From an optimization exercise on the open Yosys and OpenROAD flow, aimed at small area, a short achievable clock period and few clock cycles; shortcuts taken in it are not production practice. Where RTL was checked, it was by simulation tests only, not by an equivalence proof against the original.

## bignum_top
module bignum_top
(
    input  logic              i_clk,
    input  logic              i_rst_n,
    input  logic              i_req_valid,
    output logic              o_req_ready,
    input  logic [1:0]        i_req_op,
    input  logic [19:0]       i_req_a_addr,
    input  logic [19:0]       i_req_b_addr,
    input  logic [19:0]       i_req_dst_addr,
    input  logic [7:0]        i_req_a_len,
    input  logic [7:0]        i_req_b_len,
    output logic              o_rsp_valid,
    input  logic              i_rsp_ready,
    output logic [7:0]        o_rsp_len,
    output logic [19:0]       o_mem_addr,
    output logic              o_mem_we,
    output logic [15:0]       o_mem_wdata,
    input  logic [15:0]       i_mem_rdata
);
    typedef enum logic [3:0] {
        S_IDLE,
        S_RESP,
        S_RA,    
        S_RB,    
        S_W,     
        S_BUB,   
        S_TW,    
        S_LB,    
        S_LX,    
        S_IT0,   
        S_IT1,   
        S_IT2,   
        S_FL     
    } state_e;
    localparam logic [1:0] B_A = 2'd0, B_B = 2'd1, B_D = 2'd2;
    localparam logic [1:0] O_X = 2'd0, O_Y = 2'd1, O_D = 2'd2, O_W = 2'd3;
    state_e      state, cur;
    logic        cur_j0, cur_last, cur_chunk0, cur_bz, cur_fl0, cur_xr;
  ...
Size: roughly 3,100 cells after synthesis, about 410 flip-flops, about 150 I/O pins, about 26,000 sq um of cells after synthesis.
==> flow/config.mk <==
export PLATFORM = sky130hd
export DESIGN_NAME = bignum_top
export DESIGN_NICKNAME = bignum_top
export VERILOG_FILES = /design/flow/design.v
export SDC_FILE = /design/flow/constraint.sdc
export NUM_CORES = 4
export LEC_CHECK = 0
export ABC_AREA = 1
export ABC_CLOCK_PERIOD_IN_PS = 3000
export CAP_MARGIN = 20
export CORE_MARGIN = 5
export CORE_UTILIZATION = 40
export SETUP_SLACK_MARGIN = 4
export SLEW_MARGIN = 20
==> flow/constraint.sdc <==
create_clock -name core_clock -period 9.0 [get_ports {i_clk}]
set_input_delay 1.8000 -clock core_clock [delete_from_list [all_inputs] [get_ports {i_clk}]]
set_output_delay 1.8000 -clock core_clock [all_outputs]
set_load 0.01 [all_outputs]
run.sh (not shown) runs the stock make flow with config.mk's settings and CLKGATE_MAP_FILE= SYNTH_SCRIPT=/design/flow/synth_recipe.tcl, a recipe that flattens the netlist after the stock synthesis.
The baseline finished clean.
Testbench counts at the start, summed over its fixed seeds: cycles 11,912.
Change:
Settings changed: SETUP_SLACK_MARGIN 4 to 5.
=> Global-route usage stays flat; final area goes up slightly; worst setup slack is better by 0.83 ns; via count stays flat; flip-flop and latch count stays the same.
Change:
Settings changed: CORE_UTILIZATION 40 to 60.
Count of clock-buffer cells in the layout decreases by 12.
Via count goes up by 5.5%.
Setup slack gets worse by 0.0083 ns.
Non-clock buffer count is lower by 5.
Die area decreases by 32%.
Synthesized area stays the same.
Register-to-register slack degrades by 0.02 ns.
Design area is lower by 1.3%.
Hold slack gains 0.0087 ns.
Change:
==> flow/flow/run.sh (new file) <==
#!/bin/bash
set -euo pipefail
bash standard.sh SETUP_SLACK_MARGIN=6 finish > standard.log 2>&1
==> flow/standard.sh (new file) <==
#!/bin/bash
# synth_recipe.tcl (not shown) runs the flow's synth.tcl, then flattens the netlist and writes it again
# the make line also repeats each setting of config.mk as NAME=value (left out here)
make -C /OpenROAD-flow-scripts/flow DESIGN_CONFIG=/design/flow/config.mk WORK_HOME=/design/flow/orfs CLKGATE_MAP_FILE= SYNTH_SCRIPT=/design/flow/synth_recipe.tcl "${@:-finish}"
Settings changed: ABC_AREA 1 to unset, CORE_UTILIZATION 60 to 40.
removed: flow/run.sh
Result:
- count of clock-buffer cells in the layout goes up by 9
- wire length grows by about a fifth
- worst hold slack got worse by 0.0049 ns
Change:
==> flow/run.sh (new file) <==
#!/bin/bash
# synth_recipe.tcl (not shown) runs the flow's synth.tcl, then flattens the netlist and writes it again
# the make line also repeats each setting of config.mk as NAME=value (left out here)
make -C /OpenROAD-flow-scripts/flow DESIGN_CONFIG=/design/flow/config.mk WORK_HOME=/design/flow/orfs CLKGATE_MAP_FILE= SYNTH_SCRIPT=/design/flow/synth_recipe.tcl finish
removed: flow/flow/run.sh
removed: flow/standard.sh
Effect: Sequential cell count does not change; final area shrinks by about a fifth; synthesized area stays the same; cell count shrinks by a few percent; die area is unchanged.

rev 12:
bignum_top, a different RTL version from the one above (not shown whole).
Size: roughly 150 I/O pins, ~0.027 sq mm of cells after synthesis.
export LEC_CHECK = 0
export ABC_AREA = 1
export ABC_CLOCK_PERIOD_IN_PS = 3000
export CAP_MARGIN = 20
export CORE_MARGIN = 5
export CORE_UTILIZATION = 40
export SETUP_SLACK_MARGIN = 5
export SLEW_MARGIN = 20
create_clock -name core_clock -period 9.0 [get_ports {i_clk}]
standard.sh (not shown) runs the stock make flow with config.mk's settings and CLKGATE_MAP_FILE= SYNTH_SCRIPT=/design/flow/synth_recipe.tcl, a recipe that flattens the netlist after the stock synthesis.
==> flow/flow/run.sh <==
#!/bin/bash
# The standard layout flow (the standard.sh: the standard synthesis, then
# ORFS to the final layout with the same SDC and clock period), except that
# every input and output port gets a sky130_fd_sc_hd__buf_1 as its port
# buffer instead of the cell buffer_ports picks by default. Each tool's full
# output goes to its ORFS log under orfs/logs; make's output to standard.log.
set -euo pipefail
bash standard.sh "BUFFER_PORTS_ARGS=-buffer_cell sky130_fd_sc_hd__buf_1" SETUP_SLACK_MARGIN=5.7 finish > standard.log 2>&1
Rev 12 completed; timing, DRC and antenna clean
#### Input delta (rev 13 over rev 12)
--- a/flow/flow/run.sh
+++ b/flow/flow/run.sh
@@ -8 +8 @@
-bash standard.sh "BUFFER_PORTS_ARGS=-buffer_cell sky130_fd_sc_hd__buf_1" SETUP_SLACK_MARGIN=5.7 finish > standard.log 2>&1
+bash standard.sh "BUFFER_PORTS_ARGS=-buffer_cell sky130_fd_sc_hd__buf_1" SETUP_SLACK_MARGIN=5.4 finish > standard.log 2>&1
[summary]
[compare] base=rev 12 new=rev 13: largest fanout on the critical path saw an increase, cell area saw a decrease, maximum number of pins on one net before global-route repair saw an increase, setup slack after layout saw a decrease.
Delta (rev 13 minus rev 12): highest attainable clock frequency has decreased, wire length on met1 has increased, number of global-route vias before repair has decreased.
From rev 12 to rev 13 the numbers moved as follows: half-perimeter wire length after detailed placement rose about 1.5%; core occupancy in the finished layout lower.
No run of this note included a check of the RTL's function; only the layout flow was run.

-- port drivers added, routing unchanged --
The results above use ideal ports. As a check the final layouts listed here were re-extracted and re-timed, cells and wires unchanged.
Step 1, drivers: a clkbuf_16 drives i_clk and a buf_2 each remaining input, both assumed.
Step 2, shift: input delay + t, output delay - t, t = (earliest + latest rising clock arrival at the registers) / 2. This alone moves slack from input paths to output paths.
a / b / c = no drivers / after step 1 / after step 2; a / b = the first two.
run	t (ns)	setup slack, ns	hold WS [ns]	worst setup path after step 2	cell pins on the clock port's net
the first run of note 1	0.639	4.293 / 4.331 / 3.691	0.318 / 0.318 / 0.318	input to register	1
the second run of note 1	0.636	5.122 / 5.126 / 4.523	0.317 / 0.317 / 0.317	input to register	1
the third run of note 1	0.658	5.114 / 5.114 / 4.567	0.326 / 0.326 / 0.326	input to register	1
the fourth run of note 1	0.643	5.229 / 5.229 / 4.600	0.321 / 0.321 / 0.321	input to register	1
the fifth run of note 1	0.655	5.077 / 5.115 / 4.460	0.320 / 0.320 / 0.320	input to register	1
rev 12	0.647	5.047 / 5.067 / 4.420	0.321 / 0.321 / 0.321	input to register	1
rev 13	0.657	5.011 / 5.035 / 4.378	0.325 / 0.325 / 0.325	input to register	1
After both steps setup and hold are still met in every run listed. The setup slack of rev 13, which loses most, moves by +0.024 ns with the drivers and by -0.633 ns with both steps.
